What follows belongs to an exercise in optimizing a design on an open flow for small area and few clock cycles; a production flow would make more cautious choices.
Only simulation tests tie the RTL to the original design; equivalence was not proved.
Power is estimated from default activity; no workload was simulated.

Setup of lane 1:
## mvuTop
module mvuTop (
	input  logic                           clk,
	input  logic                           rst,
	input  logic                           wWr,
	input  logic [mvuPkg::FOLD_WIDTH-1:0]  wAddr,
	input  logic [mvuPkg::WTILE_WIDTH-1:0] wData,
	input  logic [mvuPkg::FOLD_WIDTH-1:0]  foldCount,
	input  logic                           aStrobe,
	input  logic [mvuPkg::ATILE_WIDTH-1:0] aData,
	input  logic                           aPad,
	output logic                           outVld,
	output logic [mvuPkg::OUT_WIDTH-1:0]   outData,
	output logic [mvuPkg::LANE_WIDTH-1:0]  outLane,
	output logic                           hold
);
Size: ~1000 cells after synthesis, about 70 I/O pins.
clock: 5.0 ns
lec_check: 0
cap_margin: 20
core_margin: 2
core_utilization: 70
cts_buf_list: sky130_fd_sc_hd__clkbuf_8
cts_cluster_diameter: 50
cts_cluster_size: 20
slew_margin: 20
standard.sh (not shown) runs the stock make flow with config.mk's settings and CLKGATE_MAP_FILE= SYNTH_SCRIPT=/design/flow/synth_recipe.tcl, a recipe that flattens the netlist after the stock synthesis.
==> flow/flow/run.sh <==
#!/bin/bash
# Standard layout with two changes: the port buffers are plain buffers, and
# after synthesis the full adders' polarities are rebalanced to drop
# inverters (fapol.py; a full adder with all pins complemented is the same
# function, so the netlist's behaviour and registers are unchanged).
set -euo pipefail
export BUFFER_PORTS_ARGS="-buffer_cell sky130_fd_sc_hd__buf_1"
RES=$PWD/orfs/results/sky130hd/mvuTop/base
bash standard.sh $RES/1_2_yosys.v > standard_synth.log 2>&1
cp $RES/1_2_yosys.v $RES/1_2_yosys.std.v
python3 flow/fapol.py $RES/1_2_yosys.std.v $RES/1_2_yosys.v > fapol.log 2>&1
bash standard.sh > standard.log 2>&1
Other scripts of this flow, unchanged in this note and not shown: flow/flow/fapol.py
Lane 1: PASS, flow complete, no timing, DRC or antenna violations
Testbench counts of lane 1, summed over its fixed seeds: cycles 9,881.
Relative to lane 1, the following input files were edited for lane 2:
Settings: CORE_UTILIZATION: 70 -> 62; CTS_BUF_LIST: sky130_fd_sc_hd__clkbuf_8 -> sky130_fd_sc_hd__clkbuf_4 sky130_fd_sc_hd__clkbuf_8.
==> comparison <==
Measured against each other, lane 2 and lane 1 differ in relative slew slack, the lower figure coming from lane 2. Comparing lane 2 with lane 1, the via count came out essentially unchanged. Comparing lane 2 against lane 1, there is no change at all in final sequential cell count. Summary: pre-CTS setup slack, lane 2 worse than lane 1. Per the comparison of lane 2 with lane 1, setup slack went down by 36 ps, utilization lost 8.4 points.
Relative to lane 2, the following input files were edited for lane 3:
Settings: CTS_BUF_LIST: sky130_fd_sc_hd__clkbuf_4 sky130_fd_sc_hd__clkbuf_8 -> sky130_fd_sc_hd__clkbuf_8.
Results
Shortest clock period the worst path allows after layout across lane 2 and lane 3: no real change.
Lane 3 -> lane 2: utilization flat
Between lane 3 and lane 2, the part of the total power dissipated in combinational logic figures differ only marginally.
As far as met1 demand-to-capacity share in global routing is concerned, lane 2 and lane 3 perform about the same.
Compared lane 2 against lane 3; clock skew within noise.
The inputs of lane 4 differ from those of lane 3 as listed below.
Settings: changing CTS_CLUSTER_DIAMETER from 50 to 40; changing CORE_UTILIZATION from 62 to 70; changing CTS_CLUSTER_SIZE from 20 to 22.
[summary]
Between lane 4 and lane 3, it is lane 4 whose die span in y is lower, by 5.7%.
Per the comparison of lane 4 with lane 3, combinational fraction of design power down 0.4 points; number of antenna violations at the first check in global routing up 1; die width down about 6%.
Proportion of power drawn by the clock network ended up 2.6 points higher on lane 4 than on lane 3.
Lane 4: final critical path time including I/O delays and setup is 40 ps lower than what lane 3 reported.
Changes observed in lane 4 relative to lane 3: share of total power in sequential cells dropped 2.1 points, routed wire length dropped 1200 µm, total power consumption of the routed design climbed about 4.5%.

========
rev 12:
mvuTop, a different RTL version from the one above (not shown whole).
For scale: about 350 flip-flops, about 70 I/O pins, roughly 17000 µm² of cells after synthesis.
Settings: LEC_CHECK=0, CAP_MARGIN=20, CORE_MARGIN=2, CORE_UTILIZATION=70, CTS_BUF_LIST=sky130_fd_sc_hd__clkbuf_4, SLEW_MARGIN=20; clock period 5.0 ns.
run.sh (not shown) runs the stock make flow with config.mk's settings and CLKGATE_MAP_FILE= SYNTH_SCRIPT=/design/flow/synth_recipe.tcl, a recipe that flattens the netlist after the stock synthesis.
Stock flow here: none of the scripts above is used.
Rev 12: all stages complete, timing, DRC and antenna checks passed
Testbench counts of rev 12, summed over its fixed seeds: cycles 9,873.
--- input diff rev 12..rev 13 ---
--- a/flow/config.mk
+++ b/flow/config.mk
@@ -10,2 +10 @@
-export CORE_UTILIZATION = 70
-export CTS_BUF_LIST = sky130_fd_sc_hd__clkbuf_4
+export CORE_UTILIZATION = 40
[summary]
- Diff rev 12 -> rev 13: utilization went down; number of levels in the clock H-tree went down.
- When the final numbers for rev 12 and rev 13 were put side by side, the total routed wirelength turned out to be greater in rev 13.
- Worst supply voltage drop on vdd down 46% in rev 13 wrt rev 12
- Re per-cell routed wire length: rev 12 was higher than rev 13.
- Looking at rev 12 and rev 13, the maximum single-stage delay on the critical path is a wash.
- Looking only at total power, and setting everything else aside, the higher value of rev 12 and rev 13 goes to rev 13.
- Flip-flop and latch share of the layout cell area, rev 12 and rev 13: smaller value in rev 13
- Rev 13 vs. rev 12: combinational share of power -1.9 points, design area up 1.9%.
- The final cell count in rev 12 is 0.913 times that in rev 13.

========
mvuTop with an RTL version that a note above also has.
Size: about 1000 cells after synthesis, ~70 I/O pins, ~15000 um2 of cells after synthesis.
// mvuTop
module mvuTop (
	input  logic                           clk,
	input  logic                           rst,
	input  logic                           wWr,
	input  logic [mvuPkg::FOLD_WIDTH-1:0]  wAddr,
	input  logic [mvuPkg::WTILE_WIDTH-1:0] wData,
	input  logic [mvuPkg::FOLD_WIDTH-1:0]  foldCount,
	input  logic                           aStrobe,
	input  logic [mvuPkg::ATILE_WIDTH-1:0] aData,
	input  logic                           aPad,
	output logic                           outVld,
	output logic [mvuPkg::OUT_WIDTH-1:0]   outData,
	output logic [mvuPkg::LANE_WIDTH-1:0]  outLane,
	output logic                           hold
);
clock: 5.0 ns
lec_check: 0
cap_margin: 20
core_margin: 2
core_utilization: 70
cts_buf_list: sky130_fd_sc_hd__clkbuf_4
cts_cluster_diameter: 30
cts_cluster_size: 10
slew_margin: 20
standard.sh (not shown) runs the stock make flow with config.mk's settings and CLKGATE_MAP_FILE= SYNTH_SCRIPT=/design/flow/synth_recipe.tcl, a recipe that flattens the netlist after the stock synthesis.
Scripts as last shown in full above: flow/flow/run.sh
Other scripts of this flow, unchanged in this note and not shown: flow/flow/fapol.py
Testbench counts at the start, summed over its fixed seeds: cycles 9,881.
Then changed:
==> flow/flow/run.sh (replaced) <==
#!/bin/bash
# Standard layout with three changes: the port buffers are plain buffers,
# and after the standard synthesis two netlist rewrites that keep every
# register (same instances, names and cells) and the function:
#  - fapol.py rebalances the full adders' polarities to drop inverters
#    (a full adder with all pins complemented is the same function);
#  - the combinational gates other than the full and half adders are
#    remapped by ABC with an area-recovery script (area.abc).
set -euo pipefail
export BUFFER_PORTS_ARGS="-buffer_cell sky130_fd_sc_hd__buf_1"
RES=$PWD/orfs/results/sky130hd/mvuTop/base
LIB=$FLOW_HOME/platforms/sky130hd/lib/sky130_fd_sc_hd__tt_025C_1v80.lib
bash standard.sh $RES/1_2_yosys.v > standard_synth.log 2>&1
cp $RES/1_2_yosys.v $RES/1_2_yosys.std.v
python3 flow/fapol.py $RES/1_2_yosys.std.v $RES/1_2_yosys.pol.v > fapol.log 2>&1
DU=""
for c in $(sed -n '/^export DONT_USE_CELLS/,/^#/p' $FLOW_HOME/platforms/sky130hd/config.mk | tr ' \\' '\n\n' | grep sky130); do
	DU="$DU -dont_use $c"
done
cat > resyn.ys <<EOS
read_liberty -ignore_miss_func $LIB
read_verilog $RES/1_2_yosys.pol.v
hierarchy -top mvuTop
setattr -mod -set keep_hierarchy 1 sky130_fd_sc_hd__fa_1 sky130_fd_sc_hd__ha_1 sky130_fd_sc_hd__edfxtp_1 sky130_fd_sc_hd__dfxtp_1
flatten
opt_clean
abc -liberty $LIB $DU -script $PWD/flow/area.abc -D 5000
splitnets
opt_clean -purge
hilomap -singleton -hicell sky130_fd_sc_hd__conb_1 HI -locell sky130_fd_sc_hd__conb_1 LO
insbuf -buf sky130_fd_sc_hd__buf_4 A X
delete sky130_fd_sc_hd__fa_1 sky130_fd_sc_hd__ha_1 sky130_fd_sc_hd__edfxtp_1 sky130_fd_sc_hd__dfxtp_1
read_liberty -lib $LIB
hierarchy -top mvuTop
stat -liberty $LIB
check -assert
write_verilog -noattr -nohex -nodec -selected $RES/1_2_yosys.v
EOS
yosys -s resyn.ys > resyn.log 2>&1
bash standard.sh > standard.log 2>&1
==> flow/flow/area.abc (new file) <==
&get -n
&st
&dch
&nf -R 1000
&put
Settings changed: CORE_UTILIZATION 70 to 62, CTS_BUF_LIST sky130_fd_sc_hd__clkbuf_4 to sky130_fd_sc_hd__clkbuf_8, CTS_CLUSTER_DIAMETER 30 to 50, CTS_CLUSTER_SIZE 10 to 20.
Setup slack improves by 7.7 ps. Maximum frequency barely changes. Sequential share of layout area is higher by 0.94 points. Sequential cell count does not change. Routed wire length decreases by about 1.7%. Global-route usage falls by 3.2 points. Count of clock-buffer cells in the layout went down by 32.

-- afterwards: timing with drivers on the ports --
Ports are ideal in the flow. The routed layouts listed here were re-timed in OpenROAD. Step 1: set_driving_cell puts a clkbuf_16 on clk and a buf_2 on each other input, an assumption about the parent block. Step 2 adds t to the input delays and takes it off the output delays; t is the mean of the earliest and latest rising clock arrival at the registers after step 1. Input paths then give back, and output paths get back, about the clock's delay inside the block. a / b / c = ideal ports / drivers / drivers and shift; a / b = the first two.
run | t (ns) | slack for setup (ns) | cell pins on the clock port's net
lane 1 | 0.624 | 0.158 / 0.158 / 0.115 | 1
lane 2 | 0.662 | 0.122 / 0.122 / 0.114 | 1
lane 3 | 0.664 | 0.122 / 0.122 / 0.111 | 1
lane 4 | 0.603 | 0.163 / 0.163 / 0.113 | 1
rev 12 | 0.768 | 0.264 / 0.264 / -0.313 | 1
rev 13 | 0.589 | 0.198 / 0.224 / -0.365 | 1
the first run of note 3 | 0.754 | 0.160 / 0.160 / 0.112 | 1
the second run of note 3 | 0.658 | 0.168 / 0.168 / 0.087 | 1
Met with ideal ports but missed after step 2: setup timing in rev 12 and rev 13. For rev 12, which loses most, drivers alone change the setup slack by 0.000 ns; drivers and shift together by -0.577 ns.
